From an optimization exercise on the open Yosys and OpenROAD flow, aimed at small area, a short achievable clock period and few clock cycles; shortcuts taken in it are not production practice.
In this exercise RTL edits were held to simulation tests only and were not proved equivalent to the original.
Power figures rest on the tool's default switching activity, not on a simulated workload.

==> run a: inputs <==
// window_mac5_acc
module window_mac5_acc #(
  parameter int WORD_WIDTH = window_mac5_acc_pkg::DEF_WORD_WIDTH,
  parameter int FRAC_BITS  = window_mac5_acc_pkg::DEF_FRAC_BITS,
  parameter int CNT_WIDTH  = 8
) (
  input  logic                  clk,
  input  logic                  rst,
  input  logic                  w_load,
  input  logic [2:0]            w_idx,
  input  logic [WORD_WIDTH-1:0] w_data,
  input  logic                  start,
  input  logic [CNT_WIDTH-1:0]  acc_len,
  input  logic                  in_valid,
  input  logic [WORD_WIDTH-1:0] data_in_0,
  input  logic [WORD_WIDTH-1:0] data_in_1,
  input  logic [WORD_WIDTH-1:0] data_in_2,
  input  logic [WORD_WIDTH-1:0] data_in_3,
  input  logic [WORD_WIDTH-1:0] data_in_4,
  output logic                  busy,
  output logic                  out_valid,
  output logic [WORD_WIDTH-1:0] out_data
);
  localparam int XW = WORD_WIDTH + 3;             
  ...
make LEC_CHECK=0 CAP_MARGIN=20 CORE_MARGIN=2 CORE_UTILIZATION=40 SETUP_SLACK_MARGIN=0.3 SLEW_MARGIN=20 finish   # period 7.5 ns
run.sh (not shown) runs the stock make flow with config.mk's settings and CLKGATE_MAP_FILE= SYNTH_SCRIPT=/design/flow/synth_recipe.tcl, a recipe that flattens the netlist after the stock synthesis.
==> run b: changes against run a <==
--- a/flow/config.mk
+++ b/flow/config.mk
@@ -8,5 +8,5 @@
 export CAP_MARGIN = 20
 export CORE_MARGIN = 2
-export CORE_UTILIZATION = 40
-export SETUP_SLACK_MARGIN = 0.3
+export CORE_UTILIZATION = 60
+export SETUP_SLACK_MARGIN = 4.3
 export SLEW_MARGIN = 20
==> notes.md <==
In run a the worst setup slack is lower than in run b, by 0.68 ns.
Global-route usage: run a is lower than run b (20 points).
Against run a, the power of run b is higher by 12%.
In sequential power, run b and run a hardly differ.
Of run a and run b, run b has the higher core utilization (gap 39 points).
Testbench counts of run a, summed over its fixed seeds: cycles 16,757.
Testbench counts of run b, summed over its fixed seeds: cycles 16,757.

========
==> 01-26: inputs <==
Another version of the RTL of window_mac5_acc (not shown whole).
==> flow/config.mk <==
export PLATFORM = sky130hd
export DESIGN_NAME = window_mac5_acc
export DESIGN_NICKNAME = window_mac5_acc
export VERILOG_FILES = /design/flow/design.v
export SDC_FILE = /design/flow/constraint.sdc
export NUM_CORES = 4
export LEC_CHECK = 0
export CAP_MARGIN = 20
export CORE_MARGIN = 2
export CORE_UTILIZATION = 55
export SETUP_SLACK_MARGIN = 4.2
export SLEW_MARGIN = 20
==> flow/constraint.sdc <==
create_clock -name core_clock -period 7.5 [get_ports {clk}]
set_input_delay 1.5000 -clock core_clock [delete_from_list [all_inputs] [get_ports {clk}]]
set_output_delay 1.5000 -clock core_clock [all_outputs]
set_load 0.01 [all_outputs]
standard.sh (not shown) runs the stock make flow with config.mk's settings and CLKGATE_MAP_FILE= SYNTH_SCRIPT=/design/flow/synth_recipe.tcl, a recipe that flattens the netlist after the stock synthesis.
==> flow/flow/run.sh <==
#!/bin/bash
set -euo pipefail
export BUFFER_PORTS_ARGS="-buffer_cell sky130_fd_sc_hd__buf_2"
bash standard.sh finish > standard.log 2>&1
==> inputs of 06-05, as changes to 01-26 <==
--- a/flow/config.mk
+++ b/flow/config.mk
@@ -8,5 +8,7 @@
 export CAP_MARGIN = 20
 export CORE_MARGIN = 2
-export CORE_UTILIZATION = 55
+export CORE_UTILIZATION = 40
+export CTS_CLUSTER_DIAMETER = 120
+export CTS_CLUSTER_SIZE = 30
 export SETUP_SLACK_MARGIN = 4.2
 export SLEW_MARGIN = 20
==> inputs of 06-13, as changes to 01-26 <==
--- a/flow/config.mk
+++ b/flow/config.mk
@@ -8,5 +8,5 @@
 export CAP_MARGIN = 20
 export CORE_MARGIN = 2
-export CORE_UTILIZATION = 55
+export CORE_UTILIZATION = 40
 export SETUP_SLACK_MARGIN = 4.2
 export SLEW_MARGIN = 20
==> qor summary <==
item	06-05	06-13	01-26
GR Util met1	0.245	0.246	0.346
Die outline width	256 µm	256 µm	219 µm
WL met3	3.19 mm	3.36 mm	3.23 mm
Required arrival time at the worst endpoint	7.93 ns	7.93 ns	7.96 ns
Psw	1.62 mW	1.85 mW	1.92 mW
Per-cell routed wire length	17.1 µm	17.0 µm	19.8 µm
Detailed placer's ending HPWL	43.4 mm	43.4 mm	45.3 mm
Status	timing/DRC/antenna clean	timing/DRC/antenna clean	timing/DRC/antenna clean
Post-route fraction of the period consumed by the critical path	0.426	0.427	0.428
Sequential standard cell area	0.00910 mm²	0.00910 mm²	0.00910 mm²
Highest achievable clock rate	0.313 GHz	0.312 GHz	0.312 GHz
Cells after DPL	3356	3356	3108
Iteration-0 DRC count of the detailed router	1395	1293	1227
Worst-Skew Late Latency	0.56 ns	0.58 ns	0.60 ns
Chip Height	256 µm	256 µm	219 µm
Layout fillers	6031	5939	3850
Global-route wire length before repair	95.0 mm	96.3 mm	101 mm
Num tapcells	846	846	600
Initial standard-cell utilization of the core	0.403	0.403	0.558
Clock-pin transition on the worst setup and hold timing paths	0.12 ns	0.06 ns	0.06 ns
Count of non-filler cells in the finished layout	3396	3455	3207
Internal power component	3.52 mW	4.49 mW	4.44 mW
Met2 track demand over resource in global routing	0.295	0.298	0.462
Testbench counts of 01-26, summed over its fixed seeds: cycles 17,141.
Testbench counts of 06-05, summed over its fixed seeds: cycles 17,141.
Testbench counts of 06-13, summed over its fixed seeds: cycles 17,141.

========
==> run M: inputs <==
window_mac5_acc, a different RTL version from the one above (not shown whole).
==> module window_mac5_acc, before the edit <==
module window_mac5_acc #(
  parameter int WORD_WIDTH = window_mac5_acc_pkg::DEF_WORD_WIDTH,
  parameter int FRAC_BITS  = window_mac5_acc_pkg::DEF_FRAC_BITS,
  parameter int CNT_WIDTH  = 8
) (
  input  logic                  clk,
  input  logic                  rst,
  input  logic                  w_load,
  input  logic [2:0]            w_idx,
  input  logic [WORD_WIDTH-1:0] w_data,
  input  logic                  start,
  input  logic [CNT_WIDTH-1:0]  acc_len,
  input  logic                  in_valid,
  input  logic [WORD_WIDTH-1:0] data_in_0,
  input  logic [WORD_WIDTH-1:0] data_in_1,
  input  logic [WORD_WIDTH-1:0] data_in_2,
  input  logic [WORD_WIDTH-1:0] data_in_3,
  input  logic [WORD_WIDTH-1:0] data_in_4,
  output logic                  busy,
  output logic                  out_valid,
  output logic [WORD_WIDTH-1:0] out_data
);
  localparam int XW = WORD_WIDTH + 3;             
  localparam int SW = 2 * WORD_WIDTH + CNT_WIDTH + 2;   
  localparam int PW = 35;                         
  localparam int L1 = 7;                          
  localparam int L2 = 13;
  localparam logic [CNT_WIDTH-1:0] DONE_CNT = CNT_WIDTH'(-8);
  logic [4:0][WORD_WIDTH-1:0] weight;
  logic [4:0][WORD_WIDTH-1:0] window;
  logic [4:0][XW-1:0] x_sum, x_keep, x_add, x_nxt;
  logic [4:0] x_c1, x_c2, c1_nxt, c2_nxt;
  logic [4:0] ring;
  logic [4:0] w_set;       
  logic [XW-1:0] xr, x_sel, x_pick;
  logic c1_sel, c2_sel;
  logic [WORD_WIDTH-1:0] w_sel;
  logic [WORD_WIDTH/2-1:0] one, two, neg, one_r, two_r, neg_r;
  logic [PW-1:0] pa, pb, pc, pa_r, pb_r, pc_r;
  logic [SW-1:0] acc_s, acc_c, nxt_s, nxt_c, total;
  logic [CNT_WIDTH-1:0] cnt;
  logic accum;
  logic idle, busy_nx;
  logic [4:0] ring_nx, keep;
  logic go, accept, last, fire;
  logic [SW-FRAC_BITS-1:0] rounded;
  logic [SW-FRAC_BITS-1:0] rnd_r;
  logic [WORD_WIDTH-1:0] result;
  logic in_range;
  assign window = {data_in_4, data_in_3, data_in_2, data_in_1, data_in_0};
  assign go = idle && start && acc_len != '0;
  assign accept = accum && in_valid;
  assign last = accept && cnt == CNT_WIDTH'(1);
  assign fire = !idle && !accum && cnt == DONE_CNT;
  assign busy_nx = idle ? go : !fire;
  assign ring_nx = {ring[3:0], ring[4]};
  for (genvar i = 0; i < 5; i++) begin : g_tap
    assign x_keep[i] = keep[i] ? x_sum[i] : XW'(0);
    assign x_add[i] = accept ? XW'($signed(window[i])) : XW'(0);
    assign {c1_nxt[i], x_nxt[i][L1-1:0]} = (L1+1)'(x_keep[i][L1-1:0]) + (L1+1)'(x_add[i][L1-1:0]);
    assign {c2_nxt[i], x_nxt[i][L2-1:L1]} = (L2-L1+1)'(x_keep[i][L2-1:L1])
                                          + (L2-L1+1)'(x_add[i][L2-1:L1]) + (L2-L1+1)'(keep[i] && x_c1[i]);
    assign x_nxt[i][XW-1:L2] = x_keep[i][XW-1:L2] + x_add[i][XW-1:L2] + (XW-L2)'(keep[i] && x_c2[i]);
  end
  always_comb begin
    x_sel = '0;
    c1_sel = 1'b0;
    c2_sel = 1'b0;
    w_sel = '0;
    for (int i = 0; i < 5; i++) begin
      x_sel = x_sel | ({XW{ring[i]}} & x_sum[i]);
      c1_sel = c1_sel | (ring[i] & x_c1[i]);
      c2_sel = c2_sel | (ring[i] & x_c2[i]);
      w_sel = w_sel | ({WORD_WIDTH{ring[i] && w_set[i]}} & weight[i]);
    end
  end
  assign x_pick = {x_sel[XW-1:L1] + (XW-L1)'({c2_sel, {(L2-L1-1){1'b0}}, c1_sel}), x_sel[L1-1:0]};
  booth_enc u_enc (
    .w(w_sel),
    .one(one),
    .two(two),
    .neg(neg)
  );
  pp_sum u_pp (
    .one(one_r),
    .two(two_r),
    .neg(neg_r),
    .x(xr),
    .pa(pa),
    .pb(pb),
    .pc(pc)
  );
  acc_add u_acc (
    .ss(acc_s),
    .sc(acc_c),
    .pa(pa_r),
    .pb(pb_r),
    .pc(pc_r),
    .ns(nxt_s),
    .nc(nxt_c)
  );
  assign total = acc_s + acc_c;
  assign rounded = total[SW-1:FRAC_BITS];
  assign in_range = &rnd_r[SW-FRAC_BITS-1:WORD_WIDTH-1] || ~|rnd_r[SW-FRAC_BITS-1:WORD_WIDTH-1];
  assign result = in_range ? rnd_r[WORD_WIDTH-1:0]
                           : {rnd_r[SW-FRAC_BITS-1], {(WORD_WIDTH-1){~rnd_r[SW-FRAC_BITS-1]}}};
  always_ff @(posedge clk) begin
    x_sum <= x_nxt;
    x_c1 <= c1_nxt;
    x_c2 <= c2_nxt;
    xr <= (idle || rst) ? '0 : x_pick;
    one_r <= one;
    two_r <= two;
    neg_r <= neg;
    pa_r <= pa;
    pb_r <= pb;
    pc_r <= pc;
    rnd_r <= rounded;
    for (int i = 0; i < 5; i++)
      if (idle && w_load && w_idx == 3'(i)) weight[i] <= w_data;
    acc_s <= idle ? SW'(1 << (FRAC_BITS - 1)) : nxt_s;
    acc_c <= idle ? '0 : nxt_c;
    keep <= (busy_nx && !rst) ? ~ring_nx : '0;
    cnt <= idle ? acc_len : cnt - CNT_WIDTH'(!accum || in_valid);
    if (rst) begin
      ring <= 5'b00001;
      busy <= 1'b0;
      idle <= 1'b1;
      accum <= 1'b0;
      out_valid <= 1'b0;
      out_data <= '0;
      w_set <= '0;
    end else begin
      ring <= ring_nx;
      busy <= busy_nx;
      idle <= !busy_nx;
      accum <= accum ? !last : go;
      out_valid <= fire;
      if (fire) out_data <= result;
      for (int i = 0; i < 5; i++)
        if (idle && w_load && w_idx == 3'(i)) w_set[i] <= 1'b1;
    end
  end
endmodule
Settings: LEC_CHECK=0, CAP_MARGIN=20, CORE_MARGIN=2, CORE_UTILIZATION=40, SETUP_SLACK_MARGIN=4.2, SLEW_MARGIN=20; clock period 7.5 ns.
Scripts as last shown in full above: flow/flow/run.sh
==> inputs of run H, as changes to run M <==
--- a/flow/design.v
+++ b/flow/design.v
@@ -1002,7 +1002,6 @@
   logic go, accept, last, fire;
   logic [SW-FRAC_BITS-1:0] rounded;
-  logic [SW-FRAC_BITS-1:0] rnd_r;
-  logic [WORD_WIDTH-1:0] result;
-  logic in_range;
+  logic [WORD_WIDTH-1:0] result, low_r;
+  logic in_range, in_range_r, sign_r;
   assign window = {data_in_4, data_in_3, data_in_2, data_in_1, data_in_0};
   assign go = idle && start && acc_len != '0;
@@ -1059,7 +1058,6 @@
   assign total = acc_s + acc_c;
   assign rounded = total[SW-1:FRAC_BITS];
-  assign in_range = &rnd_r[SW-FRAC_BITS-1:WORD_WIDTH-1] || ~|rnd_r[SW-FRAC_BITS-1:WORD_WIDTH-1];
-  assign result = in_range ? rnd_r[WORD_WIDTH-1:0]
-                           : {rnd_r[SW-FRAC_BITS-1], {(WORD_WIDTH-1){~rnd_r[SW-FRAC_BITS-1]}}};
+  assign in_range = &rounded[SW-FRAC_BITS-1:WORD_WIDTH-1] || ~|rounded[SW-FRAC_BITS-1:WORD_WIDTH-1];
+  assign result = in_range_r ? low_r : {sign_r, {(WORD_WIDTH-1){~sign_r}}};
   always_ff @(posedge clk) begin
     x_sum <= x_nxt;
@@ -1073,5 +1071,7 @@
     pb_r <= pb;
     pc_r <= pc;
-    rnd_r <= rounded;
+    low_r <= rounded[WORD_WIDTH-1:0];
+    in_range_r <= in_range;
+    sign_r <= rounded[SW-FRAC_BITS-1];
     for (int i = 0; i < 5; i++)
       if (idle && w_load && w_idx == 3'(i)) weight[i] <= w_data;
==> flow/run.sh (new file) <==
#!/bin/bash
# synth_recipe.tcl (not shown) runs the flow's synth.tcl, then flattens the netlist and writes it again
# the make line also repeats each setting of config.mk as NAME=value (left out here)
make -C /OpenROAD-flow-scripts/flow DESIGN_CONFIG=/design/flow/config.mk WORK_HOME=/design/flow/orfs CLKGATE_MAP_FILE= SYNTH_SCRIPT=/design/flow/synth_recipe.tcl finish
removed: flow/flow/run.sh
removed: flow/standard.sh
==> qor summary <==
Clock tree buffer count of the final layout: run H 74; run M 66
Core area: run H 0.0683 mm^2; run M 0.0673 mm^2
Portion of netlist area occupied by mux cells: run H 0.182%; run M 0.0734%
Standard-cell row count: run H 96; run M 95
Via density per instance: run H 5.19; run M 5.11
Final Cell Area: run H 0.0317 mm^2; run M 0.0305 mm^2
Net count of the finished layout: run H 3,333; run M 3,214
Stages on the worst setup path: run H 10; run M 11
Clock network fraction of design power: run H 35.7%; run M 39.0%
Worst setup timing slack at the placement stage: run H 2.90 ns; run M 3.34 ns
Switching power as a share of total power: run H 29.2%; run M 28.0%
Area post-placement: run H 0.0295 mm^2; run M 0.0287 mm^2
Met2 capacity usage during global routing: run H 33.6%; run M 31.7%
Outcome: run H complete, no violations; run M complete, no violations
Overall die width: run H 266 um; run M 265 um
Netlist area before placement: run H 0.0275 mm^2; run M 0.0273 mm^2
Number of logic inverters in the finished layout: run H 364; run M 385
Number of global-route vias before repair: run H 20,400; run M 19,700
P_clk: run H 2400 uW; run M 2650 uW
Pwr/cell area: run H 212 mW/mm^2; run M 223 mW/mm^2
Buffer count excluding the clock tree in the final layout: run H 175; run M 147
Power Internal: run H 4770 uW; run M 4890 uW
Final period util: run H 45.5%; run M 42.5%
Tapcell count: run H 882; run M 873
Testbench counts of run M, summed over its fixed seeds: cycles 17,525.
Testbench counts of run H, summed over its fixed seeds: cycles 17,525.

========
==> yarrow: inputs <==
window_mac5_acc, a different RTL version from the one above (not shown whole).
export LEC_CHECK = 0
export CAP_MARGIN = 20
export CORE_MARGIN = 2
export CORE_UTILIZATION = 40
export CTS_CLUSTER_DIAMETER = 100
export CTS_CLUSTER_SIZE = 22
export SETUP_SLACK_MARGIN = 4.8
export SLEW_MARGIN = 20
create_clock -name core_clock -period 7.5 [get_ports {clk}]
==> flow/flow/run.sh <==
#!/bin/bash
set -euo pipefail
export BUFFER_PORTS_ARGS="-buffer_cell sky130_fd_sc_hd__buf_2"
bash standard.sh finish > standard.log 2>&1
==> garnet (differences from yarrow) <==
--- a/flow/design.v
+++ b/flow/design.v
@@ -493,18 +493,18 @@
   assign pa[41] = 1'b1;
   assign pb[41] = 1'b0;
   assign pc[41] = 1'b0;
 endmodule
 module acc_add (
   input  logic [41:0] acc,
-  input  logic [12:0] cin,
+  input  logic [7:0] cin,
   input  logic [41:0] pa,
   input  logic [41:0] pb,
   input  logic [41:0] pc,
   output logic [41:0] acc_n,
-  output logic [12:0] cout
+  output logic [7:0] cout
 );
   logic [41:0] r0, r1;
   logic bs1, bc1;
   assign bs1 = acc[0] ^ pa[0] ^ pb[0];
   assign bc1 = (acc[0] & pa[0]) | (acc[0] & pb[0]) | (pa[0] & pb[0]);
   logic bs2, bc2;
@@ -834,26 +834,21 @@
   assign r0[39] = bc77;
   assign r1[39] = bs79;
   assign r0[40] = bc79;
   assign r1[40] = bs81;
   assign r0[41] = bc81;
   assign r1[41] = bs83;
-  assign {cout[0], acc_n[2:0]} = 4'(r0[2:0]) + 4'(r1[2:0]) + 4'(1'b0);
-  assign {cout[1], acc_n[5:3]} = 4'(r0[5:3]) + 4'(r1[5:3]) + 4'(cin[0]);
-  assign {cout[2], acc_n[8:6]} = 4'(r0[8:6]) + 4'(r1[8:6]) + 4'(cin[1]);
-  assign {cout[3], acc_n[11:9]} = 4'(r0[11:9]) + 4'(r1[11:9]) + 4'(cin[2]);
-  assign {cout[4], acc_n[14:12]} = 4'(r0[14:12]) + 4'(r1[14:12]) + 4'(cin[3]);
-  assign {cout[5], acc_n[17:15]} = 4'(r0[17:15]) + 4'(r1[17:15]) + 4'(cin[4]);
-  assign {cout[6], acc_n[20:18]} = 4'(r0[20:18]) + 4'(r1[20:18]) + 4'(cin[5]);
-  assign {cout[7], acc_n[23:21]} = 4'(r0[23:21]) + 4'(r1[23:21]) + 4'(cin[6]);
-  assign {cout[8], acc_n[26:24]} = 4'(r0[26:24]) + 4'(r1[26:24]) + 4'(cin[7]);
-  assign {cout[9], acc_n[29:27]} = 4'(r0[29:27]) + 4'(r1[29:27]) + 4'(cin[8]);
-  assign {cout[10], acc_n[32:30]} = 4'(r0[32:30]) + 4'(r1[32:30]) + 4'(cin[9]);
-  assign {cout[11], acc_n[35:33]} = 4'(r0[35:33]) + 4'(r1[35:33]) + 4'(cin[10]);
-  assign {cout[12], acc_n[38:36]} = 4'(r0[38:36]) + 4'(r1[38:36]) + 4'(cin[11]);
-  assign acc_n[41:39] = r0[41:39] + r1[41:39] + 3'(cin[12]);
+  assign {cout[0], acc_n[4:0]} = 6'(r0[4:0]) + 6'(r1[4:0]) + 6'(1'b0);
+  assign {cout[1], acc_n[9:5]} = 6'(r0[9:5]) + 6'(r1[9:5]) + 6'(cin[0]);
+  assign {cout[2], acc_n[14:10]} = 6'(r0[14:10]) + 6'(r1[14:10]) + 6'(cin[1]);
+  assign {cout[3], acc_n[19:15]} = 6'(r0[19:15]) + 6'(r1[19:15]) + 6'(cin[2]);
+  assign {cout[4], acc_n[24:20]} = 6'(r0[24:20]) + 6'(r1[24:20]) + 6'(cin[3]);
+  assign {cout[5], acc_n[29:25]} = 6'(r0[29:25]) + 6'(r1[29:25]) + 6'(cin[4]);
+  assign {cout[6], acc_n[34:30]} = 6'(r0[34:30]) + 6'(r1[34:30]) + 6'(cin[5]);
+  assign {cout[7], acc_n[39:35]} = 6'(r0[39:35]) + 6'(r1[39:35]) + 6'(cin[6]);
+  assign acc_n[41:40] = r0[41:40] + r1[41:40] + 2'(cin[7]);
 endmodule
 import window_mac5_acc_pkg::*;
 module window_mac5_acc #(
   parameter int WORD_WIDTH = window_mac5_acc_pkg::DEF_WORD_WIDTH,
   parameter int FRAC_BITS  = window_mac5_acc_pkg::DEF_FRAC_BITS,
   parameter int CNT_WIDTH  = 8
@@ -879,36 +874,33 @@
   localparam int SW = 2 * WORD_WIDTH + CNT_WIDTH + 2;   
   localparam int PW = SW;                         
   localparam int L1 = 5;                          
   localparam int L2 = 10;                         
   localparam int L3 = 15;
   localparam logic [CNT_WIDTH-1:0] DONE_CNT = CNT_WIDTH'(-7);
-  localparam int CH = 3;                          
-  localparam int LO = WORD_WIDTH + FRAC_BITS;     
+  localparam int CH = 5;                          
   localparam int NCH = (SW + CH - 1) / CH;
   logic [4:0][WORD_WIDTH-1:0] weight;
   logic [4:0][WORD_WIDTH-1:0] window;
   logic [4:0][XW-1:0] x_sum, x_keep, x_add, x_nxt;
   logic [4:0] x_c1, x_c2, x_c3, c1_nxt, c2_nxt, c3_nxt;
   logic [4:0] ring;
   logic [4:0] w_set;       
   logic [XW-1:0] xr, x_sel, x_pick;
   logic c1_sel, c2_sel, c3_sel;
   logic [WORD_WIDTH-1:0] w_sel;
   logic [WORD_WIDTH/2-1:0] one, two, neg, one_r, two_r, neg_r;
   logic [PW-1:0] pa, pb, pc, pa_r, pb_r, pc_r;
-  logic [SW-1:0] acc, acc_nxt, pend;
-  logic [LO:0] sum_lo;
-  logic [SW-LO-1:0] sum_hi;
-  logic sign;
+  logic [SW-1:0] acc, acc_nxt, total, pend;
   logic [NCH-2:0] acc_cy, cy_nxt;
   logic [CNT_WIDTH-1:0] cnt;
   logic accum;
   logic idle, busy_nx;
   logic [4:0] ring_nx, keep;
   logic go, accept, last, fire;
+  logic [SW-FRAC_BITS-1:0] rounded;
   logic [WORD_WIDTH-1:0] result;
   logic in_range;
   assign window = {data_in_4, data_in_3, data_in_2, data_in_1, data_in_0};
   assign go = idle && start && acc_len != '0;
   assign accept = accum && in_valid;
   assign last = accept && cnt == CNT_WIDTH'(1);
@@ -966,24 +958,17 @@
     .cout(cy_nxt)
   );
   always_comb begin
     pend = '0;
     for (int c = 1; c < NCH; c++) pend[c*CH] = acc_cy[c-1];
   end
-  assign sum_lo = (LO+1)'(acc[LO-1:0]) + (LO+1)'(pend[LO-1:0]);
-  assign sum_hi = acc[SW-1:LO] + pend[SW-1:LO];
-  always_comb begin
-    if (!sum_lo[LO]) begin
-      in_range = sum_lo[LO-1] ? &sum_hi : ~|sum_hi;
-      sign = sum_hi[SW-LO-1];
-    end else begin
-      in_range = sum_lo[LO-1] ? (&sum_hi[SW-LO-1:1] && !sum_hi[0]) : &sum_hi;
-      sign = sum_hi[SW-LO-1] ^ (&sum_hi[SW-LO-2:0]);
-    end
-  end
-  assign result = in_range ? sum_lo[LO-1:FRAC_BITS] : {sign, {(WORD_WIDTH-1){~sign}}};
+  assign total = acc + pend;
+  assign rounded = total[SW-1:FRAC_BITS];
+  assign in_range = &rounded[SW-FRAC_BITS-1:WORD_WIDTH-1] || ~|rounded[SW-FRAC_BITS-1:WORD_WIDTH-1];
+  assign result = in_range ? rounded[WORD_WIDTH-1:0]
+                           : {rounded[SW-FRAC_BITS-1], {(WORD_WIDTH-1){~rounded[SW-FRAC_BITS-1]}}};
   always_ff @(posedge clk) begin
     x_sum <= x_nxt;
     x_c1 <= c1_nxt;
     x_c2 <= c2_nxt;
     x_c3 <= c3_nxt;
     xr <= (idle || rst) ? '0 : x_pick;
CTS_CLUSTER_DIAMETER = default   (was 100)
CTS_CLUSTER_SIZE = default   (was 22)
SETUP_SLACK_MARGIN = 4.4   (was 4.8)
==> flow_summary.ini <==
[status]
outcome = finished clean

[yosys]
synth_compound_area_share_pct = 13.5
synth_area_sq_um = 24900
syn-num-nets = 2892
syn_avg_cell_area_sq_um = 10.2

[route]
routed.top_layer = met5
# the run above: garnet

==> flow_summary.ini <==
[route]
routed.top_layer = met4

[cells_and_area]
layout_common_cells = 294 x dfxtp_1, 200 x inv_1, 189 x xnor2_1

[yosys]
syn-num-nets = 2862
synth_area_sq_um = 25000
synth_compound_area_share_pct = 12.9

[setup_path]
endpoint = out_data[1]$_SDFFE_PP0P_

[status]
outcome = finished clean
# the run above: yarrow

Testbench counts of yarrow, summed over its fixed seeds: cycles 17,141.
Testbench counts of garnet, summed over its fixed seeds: cycles 17,141.

[port drivers added, routing unchanged]
Ports are ideal in the flow. The routed layouts listed here were re-timed in OpenROAD. Step 1, drivers: a clkbuf_16 drives clk and a buf_2 each remaining input, both assumed. Step 2 adds t to the input delays and takes it off the output delays; t is the mean of the earliest and latest rising clock arrival at the registers after step 1. Input paths then give back, and output paths get back, about the clock's delay inside the block. Three values: ideal, step 1, step 2; two values: the first two.
| run | t (ns) | setup WS [ns] | worst setup path after step 2 | clock arrival spread, ns | worst register clock-pin slew, ns |
|---|---|---|---|---|---|
| run a | 0.641 | 2.649 / 2.649 / 2.076 | input to register | 0.057 / 0.057 | 0.07 / 0.07 |
| run b | 0.663 | 3.325 / 3.289 / 2.626 | input to register | 0.031 / 0.030 | 0.07 / 0.07 |
| 01-26 | 0.651 | 4.292 / 4.292 / 3.756 | input to register | 0.020 / 0.020 | 0.06 / 0.06 |
| 06-05 | 0.605 | 4.302 / 4.302 / 3.797 | input to register | 0.031 / 0.031 | 0.12 / 0.12 |
| 06-13 | 0.629 | 4.299 / 4.299 / 3.803 | input to register | 0.027 / 0.027 | 0.07 / 0.07 |
| run M | 0.659 | 4.309 / 4.353 / 3.695 | input to register | 0.024 / 0.025 | 0.07 / 0.07 |
| run H | 0.650 | 4.091 / 4.091 / 3.750 | input to register | 0.028 / 0.028 | 0.06 / 0.06 |
| yarrow | 0.633 | 4.673 / 4.673 / 4.238 | input to register | 0.025 / 0.025 | 0.10 / 0.10 |
| garnet | 0.637 | 4.506 / 4.506 / 3.964 | input to register | 0.033 / 0.033 | 0.06 / 0.06 |
After both steps setup and hold are still met in every run listed. For run b, which loses most, drivers alone change the setup slack by -0.036 ns; drivers and shift together by -0.699 ns.
